What follows belongs to an exercise in optimizing a design on an open flow for small area, a short achievable clock period and few clock cycles per item; a production flow would make more cautious choices.
Only simulation tests tie the RTL to the original design; equivalence was not proved.

<file path="design/flow/config.mk">
export PLATFORM = sky130hd
export DESIGN_NAME = cnn_top
export DESIGN_NICKNAME = cnn_top
export VERILOG_FILES = /design/flow/design.v
export SDC_FILE = /design/flow/constraint.sdc
export NUM_CORES = 4
export LEC_CHECK = 0
export CAP_MARGIN = 20
export CORE_MARGIN = 2
export CORE_UTILIZATION = 40
export SLEW_MARGIN = 20
</file>
<file path="design/flow/constraint.sdc">
create_clock -name core_clock -period 12.0 [get_ports {clk}]
set_input_delay 2.4000 -clock core_clock [delete_from_list [all_inputs] [get_ports {clk}]]
set_output_delay 2.4000 -clock core_clock [all_outputs]
set_load 0.01 [all_outputs]
</file>
<file path="design/flow/design.v">
`default_nettype none
module window_scanner (
    input  logic                      clk,
    input  logic                      rst,
    input  logic                      start,        
    input  logic                      frame_done,   
    input  logic                      load_en,
    input  logic [7-1:0]       load_addr,
    input  logic signed [7:0]         load_data,
    output logic                      win_valid,
    output logic [8*3*3-1:0] win,    
    output logic                      win_last,
    output logic                      busy
);
    localparam logic [1:0] IDLE  = 2'd0;
    localparam logic [1:0] SCAN  = 2'd1;
    localparam logic [1:0] FLUSH = 2'd2;
    logic [7:0]  img_mem [0:8 * 8 - 1];
    logic [1:0]  state;
    logic [2:0]  row_q;       
    logic [2:0]  col_q;
    logic        emit;
    logic        last_origin;
    always_ff @(posedge clk)
    begin
        if (load_en && state == IDLE && load_addr < 7'(64))
            img_mem[load_addr[5:0]] <= load_data;
    end
    assign last_origin = (row_q == 3'(6 - 1)) && (col_q == 3'(6 - 1));
    assign emit        = (state == IDLE && start) || state == SCAN;  
    assign busy        = (state != IDLE);
    always_ff @(posedge clk)
    begin
        if (rst)
        begin
            state     <= IDLE;
            row_q     <= '0;
            col_q     <= '0;
            win_valid <= 1'b0;
            win_last  <= 1'b0;
        end
        else
        begin
            win_valid <= emit;
            win_last  <= emit && last_origin;
            if (emit)
            begin
                if (col_q == 3'(6 - 1))
                begin
                    col_q <= '0;
                    row_q <= last_origin ? 3'd0 : row_q + 3'd1;  
                end
                else
                    col_q <= col_q + 3'd1;
            end
            case (state)
                IDLE:    if (start) state <= SCAN;
                SCAN:    if (last_origin) state <= FLUSH;
                FLUSH:   if (frame_done) state <= IDLE;   
                default: state <= IDLE;
            endcase
        end
    end
    always_ff @(posedge clk)
    begin
        if (emit)
        begin
            for (int i = 0; i < 3; i++)
                for (int j = 0; j < 3; j++)
                    win[8*(i * 3 + j) +: 8] <= img_mem[6'((row_q + i) * 8 + col_q + j)];
        end
    end
endmodule
`default_nettype wire
`default_nettype none
module conv_stage (
    input  logic                      clk,
    input  logic                      rst,
    input  logic                      start,
    input  logic                      load_en,
    input  logic [7-1:0]       load_addr,
    input  logic signed [7:0]         load_data,
    input  logic                      win_valid,
    input  logic [8*3*3-1:0] win,
    input  logic                      win_last,
    output logic                      conv_done,
    output logic                      out_valid,
    output logic signed [7:0]         out_data,
    output logic [2:0]                out_row,
    output logic [2:0]                out_col,
    output logic                      out_last
);
    function automatic [7:0] requant(input signed [23:0] acc, input signed [7:0] bias, input integer shift);
        reg signed [23:0] q;
        begin
            q = (acc + bias) >>> shift;
            if (q > 24'sd127)
                requant = 8'sd127;
            else if (q < -24'sd128)
                requant = 8'h80;
            else
                requant = q[7:0];
        end
    endfunction
    logic signed [7:0]  ker [0:3 * 3 - 1];
    logic signed [7:0]  cbias;
    logic signed [15:0] prod [0:3 * 3 - 1];   
    logic               prod_valid;
    logic               prod_last;
    logic signed [23:0] sum;
    logic [2:0]         cnt_row;    
    logic [2:0]         cnt_col;
    always_ff @(posedge clk)
    begin
        if (load_en && load_addr >= 7'(64) && load_addr < 7'((64 + 3 * 3)))
            ker[4'(load_addr - 7'(64))] <= load_data;
        if (load_en && load_addr == 7'(73))
            cbias <= load_data;
    end
    always_ff @(posedge clk)
    begin
        if (win_valid)
        begin
            for (int k = 0; k < 3 * 3; k++)
                prod[k] <= $signed(win[8*k +: 8]) * ker[k];
        end
    end
    always_comb
    begin
        sum = '0;
        for (int k = 0; k < 3 * 3; k++)
            sum = sum + prod[k];   
    end
    always_ff @(posedge clk)
    begin
        if (prod_valid)
        begin
            out_data <= requant(sum, cbias, 6);
            out_row  <= cnt_row;
            out_col  <= cnt_col;
        end
    end
    always_ff @(posedge clk)
    begin
        if (rst)
        begin
            prod_valid <= 1'b0;
            prod_last  <= 1'b0;
            out_valid  <= 1'b0;
            out_last   <= 1'b0;
            cnt_row    <= '0;
            cnt_col    <= '0;
            conv_done  <= 1'b0;
        end
        else
        begin
            prod_valid <= win_valid;
            prod_last  <= win_valid && win_last;
            out_valid  <= prod_valid;
            out_last   <= prod_valid && prod_last;
            if (start)
            begin
                cnt_row <= '0;
                cnt_col <= '0;
            end
            else if (prod_valid)
            begin
                if (cnt_col == 3'(6 - 1))
                begin
                    cnt_col <= '0;
                    cnt_row <= cnt_row + 3'd1;
                end
                else
                    cnt_col <= cnt_col + 3'd1;
            end
            if (start)
                conv_done <= 1'b0;
            else if (out_valid && out_last)
                conv_done <= 1'b1;   
        end
    end
endmodule
`default_nettype wire
`default_nettype none
module pool_stage (
    input  logic              clk,
    input  logic              rst,
    input  logic              start,
    output logic              pool_done,
    input  logic              in_valid,
    input  logic signed [7:0] in_data,
    input  logic [2:0]        in_row,
    input  logic [2:0]        in_col,
    input  logic              in_last,
    output logic              out_valid,
    output logic signed [7:0] out_data,
    output logic [2:0]        out_row,
    output logic [2:0]        out_col,
    output logic              out_last
);
    logic signed [7:0] pair_lo;                         
    logic signed [7:0] rowbuf [0:3 - 1];        
    logic signed [7:0] pair_max;
    logic              odd_pos;                         
    function automatic signed [7:0] max2(input signed [7:0] a, input signed [7:0] b);
        max2 = (a > b) ? a : b;       
    endfunction
    assign pair_max = max2(pair_lo, in_data);
    assign odd_pos  = in_row[0] && in_col[0];
    always_ff @(posedge clk)
    begin
        if (in_valid)
        begin
            if (!in_col[0])
                pair_lo <= in_data;
            else if (!in_row[0])
                rowbuf[in_col[2:1]] <= pair_max;   
        end
    end
    always_ff @(posedge clk)
    begin
        if (in_valid && odd_pos)
        begin
            out_data <= max2(rowbuf[in_col[2:1]], pair_max);
            out_row  <= in_row >> 1;
            out_col  <= in_col >> 1;
        end
    end
    always_ff @(posedge clk)
    begin
        if (rst)
        begin
            out_valid <= 1'b0;
            out_last  <= 1'b0;
            pool_done <= 1'b0;
        end
        else
        begin
            out_valid <= in_valid && odd_pos;
            out_last  <= in_valid && odd_pos && in_last;  
            if (start)
                pool_done <= 1'b0;
            else if (out_valid && out_last)
                pool_done <= 1'b1;
        end
    end
endmodule
`default_nettype wire
`default_nettype none
module dense_stage (
    input  logic                clk,
    input  logic                rst,
    input  logic                start,
    input  logic                load_en,
    input  logic [7-1:0] load_addr,
    input  logic signed [7:0]   load_data,
    input  logic [1:0]          class_sel,
    output logic signed [7:0]   score,
    output logic                dense_done,
    input  logic                in_valid,
    input  logic signed [7:0]   in_data,
    input  logic [2:0]          in_row,
    input  logic [2:0]          in_col,
    input  logic                in_last
);
    function automatic [7:0] requant(input signed [23:0] acc, input signed [7:0] bias, input integer shift);
        reg signed [23:0] q;
        begin
            q = (acc + bias) >>> shift;
            if (q > 24'sd127)
                requant = 8'sd127;
            else if (q < -24'sd128)
                requant = 8'h80;
            else
                requant = q[7:0];
        end
    endfunction
    logic signed [7:0]  dw [0:4 * 9 - 1];   
    logic signed [7:0]  dbias [0:4 - 1];
    logic signed [23:0] acc [0:4 - 1];
    logic signed [23:0] acc_next [0:4 - 1];
    logic signed [7:0]  score_q [0:4 - 1];
    logic [3:0]         pos;                             
    always_ff @(posedge clk)
    begin
        if (load_en && load_addr >= 7'(80) && load_addr < 7'((80 + 4 * 9)))
            dw[6'(load_addr - 7'(80))] <= load_data;
        if (load_en && load_addr >= 7'(116) && load_addr < 7'((116 + 4)))
            dbias[2'(load_addr - 7'(116))] <= load_data;
    end
    assign pos = 4'(in_row * 3 + in_col);
    always_comb
    begin
        for (int c = 0; c < 4; c++)
            acc_next[c] = acc[c] + in_data * dw[6'(c * 9 + 32'(pos))];
    end
    always_ff @(posedge clk)
    begin
        if (start)
        begin
            for (int c = 0; c < 4; c++)
                acc[c] <= '0;
        end
        else if (in_valid)
        begin
            for (int c = 0; c < 4; c++)
                acc[c] <= acc_next[c];
        end
    end
    always_ff @(posedge clk)
    begin
        if (in_valid && in_last)
        begin
            for (int c = 0; c < 4; c++)
                score_q[c] <= requant(acc_next[c], dbias[c], 5);
        end
    end
    always_ff @(posedge clk)
    begin
        if (rst)
            dense_done <= 1'b0;
        else if (start)
            dense_done <= 1'b0;
        else if (in_valid && in_last)
            dense_done <= 1'b1;   
    end
    assign score = score_q[class_sel];   
endmodule
`default_nettype wire
`default_nettype none
module cnn_top (
    input  logic                clk,
    input  logic                rst,
    input  logic                load_en,
    input  logic [7-1:0] load_addr,
    input  logic signed [7:0]   load_data,
    input  logic                start,
    input  logic [1:0]          class_sel,
    output logic signed [7:0]   score,
    output logic                conv_done,
    output logic                pool_done,
    output logic                dense_done
);
    logic [8*3*3-1:0] win;
    logic    win_valid;
    logic    win_last;
    logic    busy;
    logic    frame_start;   
    logic              conv_valid;
    logic signed [7:0] conv_data;
    logic [2:0]        conv_row;
    logic [2:0]        conv_col;
    logic              conv_last;
    logic              pool_valid;
    logic signed [7:0] pool_data;
    logic [2:0]        pool_row;
    logic [2:0]        pool_col;
    logic              pool_last;
    assign frame_start = start && !busy;
    window_scanner u_scan (
        .clk(clk), .rst(rst), .start(frame_start), .frame_done(dense_done),
        .load_en(load_en), .load_addr(load_addr), .load_data(load_data),
        .win_valid(win_valid), .win(win), .win_last(win_last), .busy(busy)
    );
    conv_stage u_conv (
        .clk(clk), .rst(rst), .start(frame_start),
        .load_en(load_en), .load_addr(load_addr), .load_data(load_data),
        .win_valid(win_valid), .win(win), .win_last(win_last),
        .conv_done(conv_done),
        .out_valid(conv_valid), .out_data(conv_data), .out_row(conv_row),
        .out_col(conv_col), .out_last(conv_last)
    );
    pool_stage u_pool (
        .clk(clk), .rst(rst), .start(frame_start), .pool_done(pool_done),
        .in_valid(conv_valid), .in_data(conv_data), .in_row(conv_row),
        .in_col(conv_col), .in_last(conv_last),
        .out_valid(pool_valid), .out_data(pool_data), .out_row(pool_row),
        .out_col(pool_col), .out_last(pool_last)
    );
    dense_stage u_dense (
        .clk(clk), .rst(rst), .start(frame_start),
        .load_en(load_en), .load_addr(load_addr), .load_data(load_data),
        .class_sel(class_sel), .score(score), .dense_done(dense_done),
        .in_valid(pool_valid), .in_data(pool_data), .in_row(pool_row),
        .in_col(pool_col), .in_last(pool_last)
    );
endmodule
`default_nettype wire
</file>
<file path="design/flow/run.sh">
#!/bin/bash
# synth_recipe.tcl (not shown) runs the flow's synth.tcl, then flattens the netlist and writes it again
# the make line also repeats each setting of config.mk as NAME=value (left out here)
make -C /OpenROAD-flow-scripts/flow DESIGN_CONFIG=/design/flow/config.mk WORK_HOME=/design/flow/orfs CLKGATE_MAP_FILE= SYNTH_SCRIPT=/design/flow/synth_recipe.tcl finish
</file>
==> run notes <==
## through the flow
| step | setup slack [ns] | utilization | TNS, ns | std cells | cell area [um2] |
|---|---|---|---|---|---|
| after floorplan | 0.03031 | - | 0 | 8530 | 107200 |
| after global placement | 0.1026 | 0.4205 | 0 | 11989 | 112400 |
| after detailed placement | -0.03617 | 0.4206 | -0.2457 | 11989 | 112400 |
| after global routing | -0.02671 | 0.4410 | -0.1740 | 12291 | 117800 |
| after CTS | 0.02430 | 0.4393 | 0 | 12261 | 117400 |
| final | 0.4841 | 0.4411 | 0 | 12296 | 117900 |
## cell usage in the layout, fill, tap and decap left out, types with 14 or more instances in the layout
master | Yosys | routed
o21ai_0 | 173 | 166
a21oi_1 | 278 | 276
o21a_1 | 28 | 28
dfxtp_1 | 122 | 116
fa_1 | 844 | 843
or3_1 | 19 | 19
buf_4 | 2 | 175
ha_1 | 625 | 613
o21bai_1 | 39 | 39
and3_1 | 15 | 15
nor2_1 | 424 | 403
xor2_1 | 98 | 97
nand2_1 | 447 | 447
clkbuf_1 | 183 | 21
inv_1 | 1198 | 1195
nand3_1 | 65 | 65
clkinv_2 | 0 | 17
mux2_2 | 86 | 86
nand2b_1 | 104 | 104
and2_1 | 488 | 487
nor2b_1 | 111 | 111
nand4_1 | 21 | 21
bufinv_16 | 0 | 14
clkdlybuf4s50_1 | 0 | 23
mux4_2 | 643 | 643
o21ai_1 | 42 | 44
clkinv_1 | 1 | 33
a21o_1 | 123 | 123
nor2_2 | 0 | 21
nor4_1 | 24 | 21
nor3_1 | 77 | 77
xnor2_1 | 309 | 301
clkbuf_16 | 0 | 151
mux2i_1 | 407 | 401
edfxtp_1 | 1218 | 1218
a211oi_1 | 31 | 31
## cell families after synthesis
| group | after synthesis | share of synthesized area |
|---|---|---|
| buf+inv | 1482 | 0.05231 |
| compound gates | 838 | 0.04977 |
| xor+xnor | 414 | 0.03444 |
| flops | 1340 | 0.3640 |
| fa+ha+maj | 1469 | 0.2306 |
| mux | 1136 | 0.1821 |
| simple gates | 1851 | 0.08687 |
## layer usage
metal,vias up,routed length [um],GRT usage
met3,490,23690,0.03789
met2,2643,135600,0.3407
met5,-,96,0
met1,35356,126400,0.3050
li1,30241,-,-
met4,12,11360,0.07931
## cell type report
type,count,area [um2],share of cell area
timing repair buffer,217,1887,0.01601
inverter,1199,4503,0.03821
clock inverter,98,1126,0.009555
clock buffer,174,3874,0.03287
antenna,8,20.02,0.0001699
multi-input combinational,5708,62970,0.5343
tap,3552,4444,0.03771
sequential,1340,39040,0.3312
## worst min-delay path by stage
| stage | slack [ns] | startpoint | to |
|---|---|---|---|
| floorplan | 0.40 | u_conv.out_row[1]$_DFFE_PP_ | u_pool.out_row[0]$_DFFE_PP_ |
| global placement | 0.42 | u_scan.win_last$_SDFF_PP0_ | u_conv.prod_last$_SDFF_PP0_ |
| detailed placement | 0.42 | u_scan.win_last$_SDFF_PP0_ | u_conv.prod_last$_SDFF_PP0_ |
| CTS | 0.44 | u_scan.win_last$_SDFF_PP0_ | u_conv.prod_last$_SDFF_PP0_ |
| global route | 0.46 | u_scan.win_last$_SDFF_PP0_ | u_conv.prod_last$_SDFF_PP0_ |
| finish | 0.43 | u_scan.win_last$_SDFF_PP0_ | u_conv.prod_last$_SDFF_PP0_ |
## what timing repair did
| action | 4_1_cts | 5_1_grt |
|---|---|---|
| setup buffers | 0 | 25 |
| resized for setup | 3 | 47 |
| setup endpoints to repair | 14 | 23 |
| gates cloned | 0 | 1 |
| pin swaps | 0 | 12 |
| endpoints found under the hold margin | 0 | 0 |
## registers in the layout, indices dropped and copies added (netlist names), 8 cells and up, named ones only
signal           cells
u_dense.dw         288
u_pool.out_data      8
u_pool.pair_lo       8
u_scan.img_mem     512
u_dense.dbias       32
u_conv.prod        144
u_dense.acc         96
u_conv.cbias         8
u_conv.ker          72
u_scan.win          72
u_pool.rowbuf       24
u_conv.out_data      8
u_dense.score_q     32
==> key figures <==
Detailed routing
  • Drt first pass iters: 6
  • Vias: between 60000 and 70000
  • Antenna Violating Nets Remaining: 0
  • Routed wire length per instance: 24.16 um
  • Via density: 5.591
  • DR DRC count: 0
  • DR iter-0 viols: 7043
  • Detailed Route WL: 297100 um

Worst setup path
  • R2R depth: between 40 and 50
  • Crit path from: u_pool.out_row[0]$_DFFE_PP_
  • CP endpoint: u_dense.score_q[2][6]$_SDFFCE_PN1P_
  • R2r startpoint: u_pool.out_row[0]$_DFFE_PP_
  • FF-to-FF End: u_dense.score_q[2][6]$_SDFFCE_PN1P_
  • R2R setup slack: 0.48 ns
  • Most frequent CP cell: inv_1
  • Crit path required time: 12.59 ns
  • Crit path kind: reg -> reg
  • Slowest CP cell: fa_1
  • Worst path arrival time: roughly 12 ns
  • Crit Path Max Fanout: 8
  • Crit end category: register
  • Bufs and invs on worst path: 8
  • CP max stage delay: 0.60 ns
  • CP Launch Type: register
  • Crit. path cell count: 44
  • Critical path's top delay family: adder cells

GRT
  • Largest net degree at the start of global routing: roughly 130
  • Total gr overflow: 0
  • Global-route wire length before repair: 445300 um
  • GRT Util Overall: 0.2180
  • Initial antenna violation count: 27
  • Vias in the first global route: 69856

Timing
  • Achievable Freq: 86.84 MHz
  • Slew HR: 0.1899
  • Final Skew: about 0.057 ns
  • Worst-Margin Slew: 1.211 ns
  • Final period utilization: 0.9597
  • Minimum clock period: roughly 12 ns
  • WHS: roughly 0.43 ns
  • Final slew viol count: 0
  • Final number of setup-violating endpoints: 0
  • Hold Fails Final Rpt: 0

CTS
  • Root Buffer: clkbuf_16
  • Worst-Skew Late Latency: ~0.85 ns
  • Clock Tree Buf Depth: 3
  • Clk slew on worst S/H paths: roughly 0.060 ns
  • CTS tree: built
  • Hold_buf cts: 0
  • H-tree levels: 4
  • Inserted Clock Buffers: 149
  • Clk sink count: 1340

Yosys
  • Area leader, netlist: edfxtp_1
  • Register area share after synthesis: 0.3640
  • Distinct cells, synth: 91
  • Synth top area cells: edfxtp_1 (34%), fa_1 (16%), mux4_2 (14%), ha_1 (7.3%), inv_1 (4.2%)
  • Avg Synthesized Cell Area: 12.57 um2
  • Post-synth top area share: 0.3412
  • Post-synth EDFFs: 1218
  • Yosys reg bits: 1340
  • Post-Syn Instances: around 8500
  • Synth cell count leaders: edfxtp_1 (1218), inv_1 (1198), fa_1 (844)
  • Count leader, synth: edfxtp_1
  • Cell Area, Synth: 107200 um2
  • Ys async rst share: 0
  • Main synth FF type: edfxtp_1
  • Ys Warns: 8
  • Synth Net Count: 10020

Finish
  • Fillcell total: 24283
  • Area Overhead vs Synth: 9.937%
  • Final net count: 10105
  • Layout cells sized above 1: 0.1453

Hold path
  • Hold Path Depth: 1
  • Worst hold-check path type: reg -> reg

Floorplanning
  • Row Count: 190
  • Core region area: 267200 um2
  • Io pins: 32
  • Chip height: 521.7 um
  • Initial Utilization: 0.4012
  • Die area: about 270000 um2
  • Die width: ~520 um

Placed design
  • Port Buffers: 31
  • DP HPWL: about 220000 um
  • RePlAce Congestion: 0.9381

Outcome
  • Status: complete, no violations

Flow run
  • Max-cap violations: 0
Testbench counts, summed over its fixed seeds: cycles 13,840, frames 128.

## afterwards: timing with drivers on the ports
The flow's constraints put no driver on any port. The routed layout listed below was extracted and timed again, unchanged, in two steps. Step 1 sets driving cells, clkbuf_16 on the clock port and buf_2 on the other inputs (assumed; they add their load-dependent delay and slew). Step 2 moves the port delays by t, midway between the first and last clock arrival at a register: inputs arrive t later, outputs are due t later. That takes back most of the time a late clock gives input paths. Three values: ideal ports, drivers, drivers and shift; two values: the first two.
t, ns: 0.926
setup WS [ns]: 0.484 / 0.484 / 0.484
slew at the worst register clock pin (ns): 0.07 / 0.07
After both steps this run still meets setup and hold. For this run, drivers alone change the setup slack by 0.000 ns; drivers and shift together by 0.000 ns.
